This is an optimization exercise on Yosys and OpenROAD, whose aim is small area, a short achievable clock period and few clock cycles per item, not a production implementation. The RTL was checked by simulation tests, not by an equivalence proof against the original design. Power and IR drop assume default switching activity.

==> flow/design.v <==
module tw_tracker #(
  parameter int unsigned TW_MEM_SIZE = 16,
  parameter int unsigned ACCID_W     = 8,
  parameter int unsigned TASKID_W    = 64
) (
  input  logic                clk,
  input  logic                rst,
  input  logic                in_valid,
  output logic                in_ready,
  input  logic                in_type,
  input  logic [TASKID_W-1:0] in_taskid,
  input  logic [ACCID_W-1:0]  in_accid,
  input  logic [31:0]         in_components,
  output logic                ack_valid,
  input  logic                ack_ready,
  output logic [ACCID_W-1:0]  ack_accid,
  output logic [7:0]          ack_code,
  output logic                full_err,
  output logic                busy
);
  localparam int unsigned N  = TW_MEM_SIZE;
  localparam int unsigned FD = 5;    
  logic [N-1:0]        ent_valid;
  logic [N-1:0]        ent_armed;
  logic [ACCID_W-1:0]  ent_accid  [N];
  logic [32:0]         ent_cnt    [N];
  logic [TASKID_W-1:0] ent_taskid [N];
  logic                a_v;
  logic                a_type;
  logic [TASKID_W-1:0] a_taskid;
  logic [ACCID_W-1:0]  a_accid;
  logic [31:0]         a_comp;
  logic [N-1:0]        a_eq_lo;      
  logic [N-1:0]        a_eq_hi;      
  logic [N-1:0]        a_fix;        
  logic                a_eqb;        
  logic                a_same;       
  logic                a_same2;      
  logic                b_v;
  logic [TASKID_W-1:0] b_taskid;
  logic [32:0]         b_delta;      
  logic                b_exists;     
  logic [N-1:0]        b_slot;       
  logic [32:0]         b_cnt;        
  logic                b_narmed;     
  logic [ACCID_W-1:0]  b_naccid;     
  logic                w_upd;        
  logic                w_done;       
  logic [$clog2(N)-1:0] w_sidx;      
  logic [32:0]         w_cnt;
  logic                w_armed;      
  logic [ACCID_W-1:0]  w_accid;
  logic [ACCID_W-1:0]  fq [FD];
  logic [FD-1:0]       focc;         
  logic               all_used;
  logic [N-1:0]       free_oh;
  logic               drop;
  logic [N-1:0]       slot;
  logic               new_armed;
  logic [ACCID_W-1:0] new_accid;
  logic [32:0]        new_cnt;
  logic               hits_zero;
  logic               done;
  logic               upd;
  logic [32:0] ag, ap;
  always_comb begin
    ag = b_cnt & b_delta;
    ap = b_cnt ^ b_delta;
    for (int unsigned d = 1; d < 33; d = d * 2) begin
      for (int i = 32; i >= int'(d); i--) begin
        ag[i] = ag[i] | (ap[i] & ag[i - int'(d)]);
        ap[i] = ap[i] & ap[i - int'(d)];
      end
    end
    new_cnt = (b_cnt ^ b_delta) ^ {ag[31:0], 1'b0};
  end
  always_comb begin
    all_used = &ent_valid;
    free_oh  = '0;
    for (int i = N - 1; i >= 0; i--)
      if (!ent_valid[i]) free_oh = N'(1) << i;
    drop      = !b_exists && all_used;
    slot      = b_exists ? b_slot : free_oh;
    new_armed = b_narmed;
    new_accid = b_naccid;
    hits_zero = &(~((b_cnt ^ b_delta) ^ {(b_cnt[31:0] | b_delta[31:0]), 1'b0}));
    upd       = b_v && !drop;
    done      = upd && new_armed && hits_zero;
  end
  logic [$clog2(N)-1:0] slot_idx;
  always_comb begin
    slot_idx = '0;
    for (int unsigned i = 0; i < N; i++)
      if (slot[i]) slot_idx = slot_idx | $clog2(N)'(i);
  end
  logic eq_b;
  assign eq_b = (b_taskid == in_taskid);
  always_ff @(posedge clk) begin
    for (int unsigned i = 0; i < N; i++) begin
      a_eq_lo[i] <= (ent_taskid[i][TASKID_W/2-1:0] == in_taskid[TASKID_W/2-1:0]);
      a_eq_hi[i] <= (ent_taskid[i][TASKID_W-1:TASKID_W/2] == in_taskid[TASKID_W-1:TASKID_W/2]);
    end
    a_fix   <= upd ? slot : '0;
    a_eqb   <= eq_b;
    a_same  <= a_v && (a_taskid == in_taskid);
    a_same2 <= upd && eq_b;
  end
  logic [N-1:0]        hit;
  logic                hit_any;
  logic [32:0]         rd_cnt;
  logic                rd_armed;
  logic [ACCID_W-1:0]  rd_accid;
  always_comb begin
    for (int unsigned i = 0; i < N; i++)
      hit[i] = ent_valid[i] && (a_fix[i] ? a_eqb : (a_eq_lo[i] && a_eq_hi[i]));
    hit_any  = |hit;
    rd_cnt   = '0;
    rd_armed = 1'b0;
    rd_accid = '0;
    for (int unsigned i = 0; i < N; i++) begin
      rd_cnt   = rd_cnt   | ({33{hit[i]}} & ent_cnt[i]);
      rd_armed = rd_armed | (hit[i] & ent_armed[i]);
      rd_accid = rd_accid | ({ACCID_W{hit[i]}} & ent_accid[i]);
    end
  end
  logic accept;
  assign accept = in_valid && in_ready;
  always_ff @(posedge clk) begin
    a_type   <= in_type;
    a_taskid <= in_taskid;
    a_accid  <= in_accid;
    a_comp   <= in_components;
    b_taskid <= a_taskid;
    b_delta  <= a_type ? {1'b0, a_comp} : -{1'b0, a_comp};
    if (a_same) begin
      b_exists <= upd && !done;
      b_slot   <= slot;
      b_cnt    <= new_cnt;
      b_narmed <= a_type || (new_armed && !done);
      b_naccid <= a_type ? a_accid : new_accid;
    end else begin
      b_exists <= hit_any;
      b_slot   <= hit;
      b_cnt    <= a_same2 ? w_cnt : rd_cnt;
      b_narmed <= a_type || (a_same2 ? w_armed : rd_armed);
      b_naccid <= a_type ? a_accid : (a_same2 ? w_accid : rd_accid);
    end
    w_sidx  <= slot_idx;
    w_cnt   <= new_cnt;
    w_armed <= new_armed && !done;
    w_accid <= new_accid;
  end
  always_ff @(posedge clk) begin
    if (rst) begin
      a_v    <= 1'b0;
      b_v    <= 1'b0;
      w_upd  <= 1'b0;
      w_done <= 1'b0;
    end else begin
      a_v    <= accept;
      b_v    <= a_v;
      w_upd  <= upd;
      w_done <= done;
    end
  end
  always_ff @(posedge clk) begin
    for (int unsigned i = 0; i < N; i++) begin
      if (upd && slot[i]) ent_taskid[i] <= b_taskid;
      if (w_upd && w_sidx == $clog2(N)'(i)) begin
        ent_cnt[i]   <= w_cnt;
        ent_armed[i] <= w_armed;
        ent_accid[i] <= w_accid;
      end
    end
  end
  always_ff @(posedge clk) begin
    if (rst) begin
      ent_valid <= '0;
    end else begin
      for (int unsigned i = 0; i < N; i++)
        if (upd && slot[i]) ent_valid[i] <= !done;
    end
  end
  logic          pop;
  logic [FD-1:0] focc_nxt;
  assign pop = ack_valid && ack_ready;
  always_comb begin
    if (w_done && !pop)      focc_nxt = {focc[FD-2:0], 1'b1};
    else if (pop && !w_done) focc_nxt = {1'b0, focc[FD-1:1]};
    else                     focc_nxt = focc;
  end
  always_ff @(posedge clk) begin
    for (int unsigned j = 0; j < FD; j++) begin
      if (pop) begin
        if (w_done && (j == FD - 1 ? focc[j] : (focc[j] && !focc[j+1]))) fq[j] <= w_accid;
        else if (j < FD - 1)                                             fq[j] <= fq[j+1];
      end else if (w_done && (j == 0 ? !focc[0] : (focc[j-1] && !focc[j]))) begin
        fq[j] <= w_accid;
      end
    end
  end
  always_ff @(posedge clk) begin
    if (rst) begin
      focc      <= '0;
      ack_valid <= 1'b0;
      full_err  <= 1'b0;
      in_ready  <= 1'b1;
      busy      <= 1'b0;
    end else begin
      focc      <= focc_nxt;
      ack_valid <= focc_nxt[0];
      if (b_v && drop) full_err <= 1'b1;
      in_ready  <= !focc_nxt[1];
      busy      <= accept || a_v || b_v || focc_nxt[0];
    end
  end
  assign ack_accid = fq[0];
  assign ack_code  = 8'h01;
endmodule
==> flow/run.sh <==
#!/bin/bash
# synth_recipe.tcl (not shown) runs the flow's synth.tcl, then flattens the netlist and writes it again
# the make line also repeats each setting of config.mk as NAME=value (left out here)
make -C /OpenROAD-flow-scripts/flow DESIGN_CONFIG=/design/flow/config.mk WORK_HOME=/design/flow/orfs CLKGATE_MAP_FILE= SYNTH_SCRIPT=/design/flow/synth_recipe.tcl finish
==> flow/config.mk <==
export PLATFORM = sky130hd
export DESIGN_NAME = tw_tracker
export DESIGN_NICKNAME = tw_tracker
export VERILOG_FILES = /design/flow/design.v
export SDC_FILE = /design/flow/constraint.sdc
export NUM_CORES = 4
export LEC_CHECK = 0
export ABC_CLOCK_PERIOD_IN_PS = 2500
export CAP_MARGIN = 35
export CORE_MARGIN = 2
export CORE_UTILIZATION = 55
export CTS_CLUSTER_DIAMETER = 60
export CTS_CLUSTER_SIZE = 26
export SETUP_SLACK_MARGIN = 4.3
export SLEW_MARGIN = 35
==> flow/constraint.sdc <==
create_clock -name core_clock -period 7.0 [get_ports {clk}]
set_input_delay 1.4000 -clock core_clock [delete_from_list [all_inputs] [get_ports {clk}]]
set_output_delay 1.4000 -clock core_clock [all_outputs]
set_load 0.01 [all_outputs]
==> summary.txt <==
Job
  • Total of max-cap violations: 0

Yosys
  • Synth Instances: 5405
  • Seq/Total Area, Yosys: 0.719
  • Most used DFF post-synth: edfxtp_1
  • Synth Area in Adders: 0.0103
  • Synth Area in XOR/XNOR: 0.128
  • Ys Warns: 5
  • Area leader, netlist: edfxtp_1
  • Combinational family with the most area after synthesis: XOR/XNOR gates
  • Synth Area in Compound Gates: 0.0587
  • Number of enable flip-flop cells after synthesis: ~1700
  • Synth Cell Area: ~0.083 sq mm
  • Asr flop ratio synth: 0
  • Post-synth top area share: 0.622
  • Post-synthesis simple-gate area fraction: 0.0587
  • Cell variety after synth: 76
  • Mux share of post-synthesis cell area: 0.00639
  • Post-Syn Area per Cell: roughly 15 sq um
  • Top post-synthesis cells by area: edfxtp_1, xor2_1, dfxtp_1
  • Post-synthesis sequential element count: between 2000 and 2500

Critical path
  • CP max FO: 8
  • CP Capture Type: flip-flop
  • Critical Path AT: about 3400 ps
  • CP Cell Sequence: nand2b_4, or4_4, or3_4, o21ai_4, clkbuf_16, buf_16, buf_6, buf_12, nor2_4, clkbuf_16
  • Most common cell on crit path: clkbuf_16
  • Critical-path top delay cell: or4_4
  • WS Path Type: flip-flop to flip-flop
  • CP peak stage delay: 510 ps
  • Top Family by Delay on Critical Path: simple AND/OR/NAND/NOR gates
  • Worst path bufs/invs: 5
  • Startpoint types: flip-flop
  • CP required: between 7000 and 8000 ps

STA
  • Setup TNS: 0 ps
  • Slew HR: 0.193
  • Hold Vio Cnt, Final: 0
  • RSZ-0062 raised after global routing: true
  • Pins Over Slew Limit: 0
  • Final setup fails: 0
  • Post-layout min period: 2880 ps
  • Final WS setup: 4120 ps
  • Peak Freq: ~350 MHz
  • Final period util: 0.412
  • Slew @ Worst Pin: 1210 ps
  • Worst Skew: 42.0 ps

Clock tree
  • TritonCTS buffer count: approximately 150
  • Worst-path clk slew: ~70 ps
  • CTS tree: done
  • Number of H-tree levels: 4
  • CTS root buf: clkbuf_16
  • Clock Latency Late Sink: about 800 ps
  • Hold_buf cts: 0
  • Total clock sinks: roughly 2100
  • Clock Tree Buf Depth: 3

Floorplan
  • Die width: 392 um
  • Number of I/O pins: 129
  • Die Height: ~390 um
  • Die area: 0.154 sq mm
  • Site Rows: around 140
  • Starting density of the core: 0.554
  • Area of the core: between 0.1 and 0.15 sq mm

Global route
  • Initial antenna violation count: 9
  • First-pass GRT wire length: 368000 um
  • Total GRT Usage: 0.346
  • Vias in the first global route: between 40000 and 50000
  • Grt ovf: 0
  • Largest net degree at the start of global routing: 66

Finish
  • Fillcell total: 10515
  • Layout area overhead: 20.8%
  • Layout net count: just over 6000
  • Layout cells sized above 1: 0.192

Power
  • Flop pwr share: 0.564
  • Int Pwr: about 0.019 W
  • Sw frac: 0.235
  • Clock share of power: 0.378
  • VDD IR max: 0.260 mV
  • Net Switching: ~0.006 W
  • Cell leakage power: between 30 and 40 nW
  • Comb power frac: 0.058
  • Power density over the cells: 248 mW/mm^2

Drt
  • Routed wire length: 281000 um
  • WL per Instance: approximately 34 um
  • Drt pass-1 iters: 5
  • Post-route DRC violation count: 0
  • Drt initial violations: between 6000 and 7000
  • Via/cell ratio: between 6 and 7
  • Final ANT Viol Nets: 0
  • Routed vias: 50758

Placement
  • PortBufs: 120
  • Pre-CTS setup slack: 2560 ps
  • Post-DP HPWL: between 150000 and 200000 um
  • RePlAce Congestion: about 0.86

Worst hold path
  • Hold Crit Class: flip-flop to flip-flop

Status
  • Outcome: no timing/DRC/antenna violations
through the flow:
step / cell area (sq um) / utilization / total power (W) / hold slack, ps / cells
2_1_floorplan: 83400 / - / 0.0148 / 323 / 5411
3_3_place_gp: 87800 / 0.586 / 0.0155 / 325 / 7489
3_5_place_dp: 88200 / 0.589 / 0.0155 / 328 / 7501
4_1_cts: 96800 / 0.646 / 0.0247 / 346 / 7914
5_1_grt: 100000 / 0.669 / 0.0254 / 347 / 8142
6_report: 100000 / 0.669 / 0.0248 / 343 / 8147
area by class of cell:
type / instances / area (sq um) / share of cell area
flip-flops and latches: 2122 / 59800 / 0.596
multi-input cells: 2918 / 23600 / 0.235
repair buffers: 700 / 8770 / 0.0875
clock buffers: 167 / 3950 / 0.0394
well taps: 2016 / 2520 / 0.0252
clock inverters: 105 / 1220 / 0.0122
inverters: 114 / 428 / 0.00427
diodes: 5 / 12.5 / 0.000125
worst paths after layout:
kind,slack [ps],startpoint,depth (start not counted),to
min,340,b_naccid[0]$_DFFE_PP_,0,w_accid[0]$_DFF_P_
min reg2reg,340,b_naccid[0]$_DFFE_PP_,0,w_accid[0]$_DFF_P_
max reg2reg,4120,b_exists$_DFF_P_,10,ent_taskid[0][61]$_DFFE_PP_
max,4120,b_exists$_DFF_P_,10,ent_taskid[0][61]$_DFFE_PP_
Yosys cell counts (all sizes together) (60+ instances only):
library cell,n
nor2,169
clkbuf,182
xor2,1168
a22o,75
o21ai,60
inv,114
buf,77
nand2,138
dfxtp,402
ha,67
a22oi,185
a21oi,95
edfxtp,1720
nand4,90
a221oi,82
nor4,299
registers in the layout, summed over array words and instances (netlist names), 8 cells and up:
name and cells:
b_cnt 33, b_naccid 8, w_cnt 33, a_accid 8
a_fix 16, a_eq_lo 16, a_eq_hi 16, ent_armed 16
a_comp 32, b_slot 16, ent_accid 128, ent_taskid 1024
a_taskid 64, ent_cnt 528, b_taskid 64, fq 40
b_delta 33, w_accid 8, ent_valid 16
power by group through the flow:
stage          Sequential [W]  Combinational [W]  Clock [W]
5_1_grt                0.0140            0.00149    0.00990
3_5_place_dp           0.0143            0.00119          0
2_1_floorplan          0.0142           0.000613          0
6_report               0.0140            0.00145    0.00939
3_3_place_gp           0.0143            0.00118          0
4_1_cts                0.0140            0.00128    0.00946
cells in the final DEF (no fill, tap or decap), types with 17 or more instances in the layout:
cell	instances
a21oi_1	81
a221oi_1	78
a22o_1	75
a22oi_1	185
and3_1	20
buf_12	102
buf_16	46
buf_2	17
buf_4	324
buf_6	43
buf_8	22
clkbuf_16	198
clkdlybuf4s50_1	73
dfxtp_1	360
dfxtp_2	35
edfxtp_1	1720
ha_1	43
inv_1	108
inv_6	26
inv_8	18
mux2_2	30
nand2_1	131
nand2b_1	19
nand3_1	50
nand3b_1	20
nand4_1	90
nor2_1	145
nor2_4	23
nor2b_1	20
nor3_1	26
nor4_1	256
nor4_2	33
o21ai_0	42
o22ai_1	28
xnor2_1	39
xor2_1	1161
worst register-to-register path, delay by kind of cell (launching register included):
family,cells,cell delay (ps)
compound gates,1,210
buf+inv,5,860
flops,1,370
simple gates,4,1200
logic make-up after synthesis:
group,after synthesis
XOR/XNOR,1217
buffers and inverters,373
flip-flops,2122
multiplexers,49
AND/OR/NAND/NOR,910
AO/OA/AOI/OAI,664
adder cells (fa/ha/maj),68
other,2
timing repair:
item | CTS | global route
setup endpoints to repair | 1224 | 1047
gates cloned | 35 | 53
hold endpoints to repair | 0 | 0
resized for setup | 464 | 242
pin swaps | 54 | 57
setup buffers | 106 | 175
routing by layer:
metal  global-route usage  wire (um)  vias up
met5                    0         27        -
met4                0.131      14800        4
met3               0.0608      29300      530
met2                0.555     131000     2996
met1                0.476     106000    25857
li1                     -          -    21371
Testbench counts, summed over its fixed seeds: cycles 24,033, items 24,000.

==> separate check: timing with driven ports <==
The results above use ideal ports. As a check the final layout listed here was re-extracted and re-timed, cells and wires unchanged. Step 1 sets driving cells, clkbuf_16 on the clock port and buf_2 on the other inputs (assumed; they add their load-dependent delay and slew). Step 2 times the ports against the registers' clock, not the clock port: input delays grow and output delays shrink by t, the midpoint of the rising clock arrivals with the driver on. a / b / c = ideal ports / drivers / drivers and shift; a / b = the first two.
t (ns): 0.877
setup WS [ns]: 4.118 / 4.118 / 3.420
latest minus earliest clock arrival (ns): 0.046 / 0.045
slew at the worst register clock pin (ns): 0.10 / 0.10
After both steps this run still meets setup and hold. For this run, drivers alone change the setup slack by 0.000 ns; drivers and shift together by -0.698 ns.
